This is an optimization exercise on Yosys and OpenROAD, whose aim is small area, a short achievable clock period and few clock cycles per item, not a production implementation.
The RTL was checked by simulation tests, not by an equivalence proof against the original design.
Power and IR drop assume default switching activity.

## flow/constraint.sdc

```tcl
create_clock -name core_clock -period 6.0 [get_ports {clk}]
set_input_delay 1.2000 -clock core_clock [delete_from_list [all_inputs] [get_ports {clk}]]
set_output_delay 1.2000 -clock core_clock [all_outputs]
set_load 0.01 [all_outputs]
```

## flow/run.sh

```bash
#!/bin/bash
# synth_recipe.tcl (not shown) runs the flow's synth.tcl, then flattens the netlist and writes it again
# the make line also repeats each setting of config.mk as NAME=value (left out here)
make -C /OpenROAD-flow-scripts/flow DESIGN_CONFIG=/design/flow/config.mk WORK_HOME=/design/flow/orfs CLKGATE_MAP_FILE= SYNTH_SCRIPT=/design/flow/synth_recipe.tcl finish
```

## flow/design.v

```verilog
package ias_pkg;
    localparam logic [7:0] OP_NOP      = 8'd0;
    localparam logic [7:0] OP_LOAD     = 8'd1;
    localparam logic [7:0] OP_STORE    = 8'd2;
    localparam logic [7:0] OP_ADD      = 8'd3;
    localparam logic [7:0] OP_SUB      = 8'd4;
    localparam logic [7:0] OP_JUMP     = 8'd5;
    localparam logic [7:0] OP_STORE_AC = 8'd6;
    localparam logic [7:0] OP_JUMP_POS = 8'd7;
    localparam logic [7:0] OP_LOAD_MQ  = 8'd8;
    localparam logic [7:0] OP_MUL      = 8'd9;
    typedef enum logic [2:0] {
        S_IDLE,
        S_FETCH,
        S_DECODE,
        S_EXECUTE,
        S_WRITE_BACK
    } state_t;
    function automatic logic is_mem_op(input logic [7:0] opc);
        is_mem_op = !(opc == OP_NOP || opc == OP_JUMP || opc == OP_JUMP_POS);
    endfunction
endpackage
module ias_ram_p #(
    parameter int DATA_W    = 8,
    parameter int ADDR_W    = 8,
    parameter int MEM_DEPTH = 256,
    parameter int LO_W      = 4
) (
    input  logic                   clk,
    input  logic                   we_i,
    input  logic [ADDR_W-1:0]      waddr_i,
    input  logic [DATA_W-1:0]      wdata_i,
    input  logic [LO_W-1:0]        raddr_lo_i,
    input  logic [ADDR_W-LO_W-1:0] raddr_hi_i,
    output logic [DATA_W-1:0]      rdata_o
);
    localparam int NGRP = MEM_DEPTH >> LO_W;
    logic [DATA_W-1:0] mem_q [MEM_DEPTH];
    logic [DATA_W-1:0] grp_q [NGRP];
    for (genvar w = 0; w < MEM_DEPTH; w++) begin : g_word
        always_ff @(posedge clk) begin
            if (we_i && waddr_i == ADDR_W'(w)) mem_q[w] <= wdata_i;
        end
    end
    for (genvar g = 0; g < NGRP; g++) begin : g_grp
        always_ff @(posedge clk) begin
            grp_q[g] <= mem_q[{g[ADDR_W-LO_W-1:0], raddr_lo_i}];
        end
    end
    assign rdata_o = grp_q[raddr_hi_i];
endmodule
module ias_core_p #(
    parameter int DATA_W    = 8,
    parameter int ADDR_W    = 8,
    parameter int MEM_DEPTH = 256,
    parameter int OPC_W     = 8
) (
    input  logic              clk,
    input  logic              reset,
    input  logic              instr_valid,
    output logic              instr_ready,
    input  logic [OPC_W-1:0]  opcode,
    input  logic [ADDR_W-1:0] address,
    input  logic [DATA_W-1:0] data_in,
    output logic [DATA_W-1:0] data_out,
    output logic [DATA_W-1:0] mq_out,
    output logic [ADDR_W-1:0] pc_out,
    output logic              done,
    output logic              carry,
    output logic              err
);
    localparam int TW   = DATA_W + 4;    
    localparam int LO_W = 4;             
    typedef struct packed {
        logic load, store, add, sub, jump, stac, jpos, ldmq, mul, ill;
    } dec_t;
    function automatic dec_t decode(input logic [OPC_W-1:0] opc);
        dec_t d;
        d       = '0;
        d.load  = (opc == ias_pkg::OP_LOAD);
        d.store = (opc == ias_pkg::OP_STORE);
        d.add   = (opc == ias_pkg::OP_ADD);
        d.sub   = (opc == ias_pkg::OP_SUB);
        d.jump  = (opc == ias_pkg::OP_JUMP);
        d.stac  = (opc == ias_pkg::OP_STORE_AC);
        d.jpos  = (opc == ias_pkg::OP_JUMP_POS);
        d.ldmq  = (opc == ias_pkg::OP_LOAD_MQ);
        d.mul   = (opc == ias_pkg::OP_MUL);
        d.ill   = (opc > ias_pkg::OP_MUL);
        decode = d;
    endfunction
    function automatic logic [TW-1:0] mtab(input logic [3:0] k, input logic [DATA_W-1:0] m,
                                           input logic [TW-1:0] m3, input logic [TW-1:0] m5,
                                           input logic [TW-1:0] m7, input logic [TW-1:0] m9,
                                           input logic [TW-1:0] m11, input logic [TW-1:0] m13,
                                           input logic [TW-1:0] m15);
        logic [TW-1:0] m1;
        m1 = TW'(m);
        case (k)
            4'd0:  mtab = '0;
            4'd1:  mtab = m1;
            4'd2:  mtab = m1 << 1;
            4'd3:  mtab = m3;
            4'd4:  mtab = m1 << 2;
            4'd5:  mtab = m5;
            4'd6:  mtab = m3 << 1;
            4'd7:  mtab = m7;
            4'd8:  mtab = m1 << 3;
            4'd9:  mtab = m9;
            4'd10: mtab = m5 << 1;
            4'd11: mtab = m11;
            4'd12: mtab = m3 << 2;
            4'd13: mtab = m13;
            4'd14: mtab = m7 << 1;
            default: mtab = m15;
        endcase
    endfunction
    logic              ready_q;
    logic              s1_v, s2_v, s3_v;
    dec_t              s1_op, s2_op, s3_op;
    logic [ADDR_W-1:0] s1_a, s2_a, s3_a;
    logic [DATA_W-1:0] s1_d, s2_d, s3_d;
    logic              s1_wr, s2_wr, s3_wr;
    logic              s1_hit3, s1_hitw, s2_hit3;
    logic              w_v;              
    logic [DATA_W-1:0] w_d;
    logic [DATA_W-1:0] s2_m, s3_m;
    logic [TW-1:0]     s3_m3, s3_m5, s3_m7, s3_m9, s3_m11, s3_m13, s3_m15;
    logic [DATA_W-1:0] ac_q, mq_q;
    logic [ADDR_W-1:0] pc_q;
    logic              carry_q, done_q, err_q;
    dec_t              in_op;
    logic              in_wr;
    logic [DATA_W-1:0] ram_rdata, wdata, m1, m2;
    logic              we;
    logic [TW-1:0]     m2x;
    logic [DATA_W:0]   sum, diff;
    logic [TW-1:0]     pp_hi, pp_lo;
    logic [2*DATA_W-1:0] prod;
    assign in_op = decode(opcode);
    assign in_wr = in_op.store || in_op.stac;
    assign we    = s3_v && s3_wr;
    assign wdata = s3_op.stac ? ac_q : s3_d;
    ias_ram_p #(
        .DATA_W   (DATA_W),
        .ADDR_W   (ADDR_W),
        .MEM_DEPTH(MEM_DEPTH),
        .LO_W     (LO_W)
    ) u_ram (
        .clk       (clk),
        .we_i      (we),
        .waddr_i   (s3_a),
        .wdata_i   (wdata),
        .raddr_lo_i(address[LO_W-1:0]),
        .raddr_hi_i(s1_a[ADDR_W-1:LO_W]),
        .rdata_o   (ram_rdata)
    );
    always_comb begin
        m1 = ram_rdata;
        if (s1_hitw && w_v) m1 = w_d;
        if (s1_hit3 && we)  m1 = wdata;
    end
    assign m2  = (s2_hit3 && we) ? wdata : s2_m;
    assign m2x = TW'(m2);
    assign sum   = {1'b0, ac_q} + {1'b0, s3_m};
    assign diff  = {1'b0, ac_q} - {1'b0, s3_m};
    assign pp_hi = mtab(mq_q[7:4], s3_m, s3_m3, s3_m5, s3_m7, s3_m9, s3_m11, s3_m13, s3_m15);
    assign pp_lo = mtab(mq_q[3:0], s3_m, s3_m3, s3_m5, s3_m7, s3_m9, s3_m11, s3_m13, s3_m15);
    assign prod  = {pp_hi, 4'd0} + {4'd0, pp_lo};
    always_ff @(posedge clk) begin
        s1_a    <= address;
        s1_d    <= data_in;
        s1_op   <= in_op;
        s1_wr   <= in_wr;
        s1_hit3 <= s2_wr && (s2_a == address);
        s1_hitw <= s3_wr && (s3_a == address);
        w_v     <= we;
        w_d     <= wdata;
        s2_a    <= s1_a;
        s2_d    <= s1_d;
        s2_op   <= s1_op;
        s2_wr   <= s1_wr;
        s2_m    <= m1;
        s2_hit3 <= s2_wr && (s2_a == s1_a);
        s3_a    <= s2_a;
        s3_d    <= s2_d;
        s3_op   <= s2_op;
        s3_wr   <= s2_wr;
        s3_m    <= m2;
        s3_m3   <= (m2x << 1) + m2x;
        s3_m5   <= (m2x << 2) + m2x;
        s3_m7   <= (m2x << 3) - m2x;
        s3_m9   <= (m2x << 3) + m2x;
        s3_m11  <= (m2x << 3) + (m2x << 1) + m2x;
        s3_m13  <= (m2x << 3) + (m2x << 2) + m2x;
        s3_m15  <= (m2x << 4) - m2x;
    end
    always_ff @(posedge clk) begin
        if (reset) begin
            ready_q <= 1'b0;
            s1_v    <= 1'b0;
            s2_v    <= 1'b0;
            s3_v    <= 1'b0;
            ac_q    <= '0;
            mq_q    <= '0;
            pc_q    <= '0;
            carry_q <= 1'b0;
            done_q  <= 1'b0;
            err_q   <= 1'b0;
        end else begin
            ready_q <= 1'b1;
            s1_v    <= instr_valid && ready_q;
            s2_v    <= s1_v;
            s3_v    <= s2_v;
            done_q  <= s3_v;
            err_q   <= s3_v && s3_op.ill;
            if (s3_v) begin
                pc_q <= pc_q + ADDR_W'(1);
                if (s3_op.jump || (s3_op.jpos && !ac_q[DATA_W-1])) pc_q <= s3_a;
                if (s3_op.load) ac_q <= s3_m;
                if (s3_op.add) {carry_q, ac_q} <= sum;
                if (s3_op.sub) {carry_q, ac_q} <= diff;
                if (s3_op.ldmq) mq_q <= s3_m;
                if (s3_op.mul) {ac_q, mq_q} <= prod;
            end
        end
    end
    assign instr_ready = ready_q;
    assign data_out    = ac_q;
    assign mq_out      = mq_q;
    assign pc_out      = pc_q;
    assign done        = done_q;
    assign carry       = carry_q;
    assign err         = err_q;
endmodule
```

## flow/config.mk

```make
export PLATFORM = sky130hd
export DESIGN_NAME = ias_core_p
export DESIGN_NICKNAME = ias_core_p
export VERILOG_FILES = /design/flow/design.v
export SDC_FILE = /design/flow/constraint.sdc
export NUM_CORES = 4
export LEC_CHECK = 0
export CAP_MARGIN = 20
export CORE_MARGIN = 2
export CORE_UTILIZATION = 40
export SLEW_MARGIN = 20
```

==> metrics.cfg <==
[outcome]
outcome = complete, no violations

[clock_tree]
clk_root_buffer_cell = sky130_fd_sc_hd__clkbuf_16
clock_insertion_delay_worst_skew_ps = 910
postCtsSetupBuffers = 0
cts.htree.levels = 4
clk_pin_slew_ps = 60
cts_buffers = 224
holdBufCountCts = 0
cts_resizes = 0
clock_tree_from_tritoncts = built
cts_sinks = 2377
number_of_buffers_between_clock_root_and_the_deepest_sink = 3

[detailed_routing]
detail_route.first_pass.iterations = 8
total_wirelength_of_the_detailed_routed_design_um = 310000
via_count = 57700
route.detailed.drc = 0
dr.first_iter.drc_count = 8967
avgViaCountPerCell = 6.31
drt-wirelength-per-cell_um = 33.9
antenna_violation_net_count_after_detailed_routing = 0

[pwr]
cellInternalPower_uw = 27400
clockPowerShare_pct = 40.5
p_total_uw = 36000
p_leak_uw = 0.0327
share_comb_of_total_power_pct = 7.0
vdd_drop_max_mv = 0.275
power.switching_fraction_pct = 24.1
power.switching_uw = 8670
p_seq_share_pct = 52.5
cellPowerDensity_nw_per_um2 = 350

[synth]
post-synth-top-count-cell = sky130_fd_sc_hd__edfxtp_1
synth.top_cell.area_share_pct = 68.0
synth-warning-count = 4
synth_sequential_area_ratio_pct = 75.3
postSynthAreaPerCell_um2 = 15.4
postSynthNetCount = 5985
mapped_cell_area_um2 = 90400
synth_ff_type = sky130_fd_sc_hd__edfxtp_1
post_synth_inst_count = 5865
synth_cell_types = 89
synth_enable_flop_cells = 2048
ys_seq_elements = 2377
postSynth.asyncResetShare_pct = 0
yosysTopAreaCell = sky130_fd_sc_hd__edfxtp_1
synth_area_leaders = sky130_fd_sc_hd__edfxtp_1 (68%), sky130_fd_sc_hd__dfxtp_1 (7.3%), sky130_fd_sc_hd__a22oi_1 (4.2%), sky130_fd_sc_hd__nor2_1 (2.2%), sky130_fd_sc_hd__a221oi_1 (1.4%)
ys_top_cells_by_count = sky130_fd_sc_hd__edfxtp_1 (2048), sky130_fd_sc_hd__nor2_1 (520), sky130_fd_sc_hd__a22oi_1 (505)

[timing]
max_slew_margin_pct = 17.1
finalMaxSlewViolations = 0
final_period_utilization_pct = 75.8
max_freq_ghz = 0.220
finalSetupViolCount = 0
clock_tree_skew_after_final_layout_ps = 93.0
finalHoldViolCount = 0
rsz0062_at_grt = false
worst_slew_pin_slew_ps = 1240
timing.final.crit_period_ps = 4550
final.setup.tns_ps = 0

[worst_setup_path]
worst-path-buf-inv = 1
timing.critical_path.slowest_cell_delay_ps = 690
setup.worst_path.start_class = flip-flop
crit_path_max_fanout = 72
timing.critical_path.max_delay_family = multiplexers
worstSetupEndpointType = flip-flop
path_class = flip-flop to flip-flop
worst-endpoint-arrival_ps = 5260
rr_startpoint = s3_op[4]$_DFF_P_
crit_path_start = s3_op[4]$_DFF_P_
crit_chain = mux2_8 -> mux2i_2 -> inv_1 -> fa_1 -> fa_1 -> a21o_1 -> a21oi_1 -> o21bai_1 -> a21oi_1 -> o21ai_0 -> xnor2_1
cp_data_required_time_ps = 6710
cpMaxStageDelayCell = sky130_fd_sc_hd__dfxtp_1

[finish]
fin_nets = 6070
post_layout_nonfiller_instances = 9146
syn2layout_area_growth_pct = 13.7
drive_gt1_share_pct = 10.5

[floorplanning]
start_util_pct = 40.2
die-height_um = 479
io-pin-count = 55
fp.dieArea_um2 = 230000
core.rowCount = 174
fp.coreArea_um2 = 225000
die_x_um = 479

[global_route]
globalRouteTotalUtil_pct = 26.3
largest_net_degree_at_the_start_of_global_routing = 172
globalRoute.totalOverflow = 0
grt_pass1_wl_um = 429000
antenna_found_initial = 9
vias_in_the_first_global_route = 54000

[hold_path]
worst_hold_startpoint = s1_op[2]$_DFF_P_
worst_hold_path_type = flip-flop to flip-flop

[placement]
portBuffers = 54
placed_cells_incl_taps = 8713
dp_hpwl_um = 189000
routability_driven_placement_congestion_ratio = 0.979

[job]
drv.max_cap_violation_count = 0

==> power by group through the flow <==
stage,combinational (µW),clock [µW],sequential (µW)
6_report,2530,14600,18900
5_1_grt,2690,15300,18900
2_1_floorplan,1550,0,18800
3_3_place_gp,2470,0,19200
4_1_cts,2490,14600,18900
3_5_place_dp,2480,0,19200
==> cells by family (layout without fill, tap and decap cells) <==
logic type                 count (synthesis)  in the layout  share of synthesized area, %
other                                      0              3                             0
AOI/OAI and AO/OA                       1582           1582                          13.0
xor gates and xnor gates                  80             80                         0.775
and+or+nand+nor                         1154           1154                          5.84
buffers and inverters                    457            743                          2.15
DFF                                     2377           2377                          75.3
adders and majority gates                 93             93                          1.44
muxes                                    122            122                          1.51
==> cell type report <==
class                   count  area (µm²)
clock buffers             319        6250
clock inverters           108        1350
multi-input cells        3031       20700
diodes                      3        7.51
repair buffers            234        2290
inverters                  82         330
flip-flops and latches   2377       68100
fillers                 19500      122000
well taps                2992        3740
==> per-layer routing <==
metal / global-route usage [%] / share of wire, % / vias to the layer above / routed length, µm
li1: - / - / 23600 / -
met1: 36.2 / 39 / 29600 / 122000
met4: 10.1 / 4.3 / 16 / 13500
met2: 39.4 / 44 / 3836 / 137000
met5: 0 / 0.031 / - / 97
met3: 7.52 / 12 / 694 / 38300
==> sequential cells by signal, indices dropped and copies added (netlist names), 9 cells and up <==
register and count:
u_ram.mem_q 2048, s3_m9 10, s3_op 9, s3_m7 9, s3_m11 10, s1_op 9, s3_m13 11, u_ram.grp_q 128
s2_op 9, s3_m15 12
==> per-stage QoR <==
stage	worst slack, ps	utilization (%)	instance area, µm²	hold slack, ps
2_1_floorplan	292	-	90400	310
3_3_place_gp	1430	42.3	95000	310
3_5_place_dp	1460	42.3	95100	312
4_1_cts	1410	45.7	103000	291
5_1_grt	1160	45.8	103000	297
6_report	1450	45.8	103000	285
==> worst register-to-register path: cells and delay by family (launching register included) <==
kind                     cells  cell delay [ps]
AO/OA/AOI/OAI                5              910
XOR/XNOR                     1              140
adder cells (fa/ha/maj)      2              980
buffers and inverters        1              390
flip-flops                   1              690
multiplexers                 2             1280
==> cells in the final DEF (no fill, tap or decap), types with 43 or more instances in the layout <==
master                            synthesis  layout
sky130_fd_sc_hd__clkbuf_16                0     225
sky130_fd_sc_hd__a22oi_1                505     505
sky130_fd_sc_hd__inv_1                   79      75
sky130_fd_sc_hd__a31oi_1                 48      48
sky130_fd_sc_hd__ha_1                    74      74
sky130_fd_sc_hd__nand3_1                154     153
sky130_fd_sc_hd__xnor2_1                 45      45
sky130_fd_sc_hd__buf_4                    7     151
sky130_fd_sc_hd__clkbuf_1               157      67
sky130_fd_sc_hd__and3_1                  47      47
sky130_fd_sc_hd__clkdlybuf4s50_1          0      50
sky130_fd_sc_hd__a22o_1                 122     122
sky130_fd_sc_hd__nor2_1                 520     477
sky130_fd_sc_hd__nand2_1                196     194
sky130_fd_sc_hd__a222oi_1                75      75
sky130_fd_sc_hd__o21ai_0                162     162
sky130_fd_sc_hd__a221oi_1               140     140
sky130_fd_sc_hd__edfxtp_1              2048    2048
sky130_fd_sc_hd__mux2i_1                 79      79
sky130_fd_sc_hd__nor3_1                  59      54
sky130_fd_sc_hd__dfxtp_1                329     324
sky130_fd_sc_hd__a21oi_1                203     203
sky130_fd_sc_hd__nor2b_1                 43      43
==> path summary, 6_finish.rpt <==
kind                         to  slack, ps  depth (start not counted)
max          s3_m11[10]$_DFF_P_       1450                         11
min            s2_op[2]$_DFF_P_        290                          0
max reg2reg  s3_m11[10]$_DFF_P_       1450                         11
min reg2reg    s2_op[2]$_DFF_P_        290                          0
Testbench counts, summed over its fixed seeds: cycles 24,032, items 24,000.

port drivers added, routing unchanged:
Ports are ideal in the flow. The routed layout listed here was re-timed in OpenROAD.
Step 1, drivers: a clkbuf_16 drives clk and a buf_2 each remaining input, both assumed.
Step 2 also shifts input and output timing later by t, the mid clock arrival at the registers, as if the neighbouring blocks saw the same clock.
Three values: ideal ports, drivers, drivers and shift; two values: the first two.
shift t [ns]: 0.960
slack for setup (ns): 1.454 / 1.454 / 1.454
worst register clock-pin slew, ns: 0.07 / 0.07
After both steps this run still meets setup and hold. The setup slack of this run moves by 0.000 ns with the drivers and by 0.000 ns with both steps.
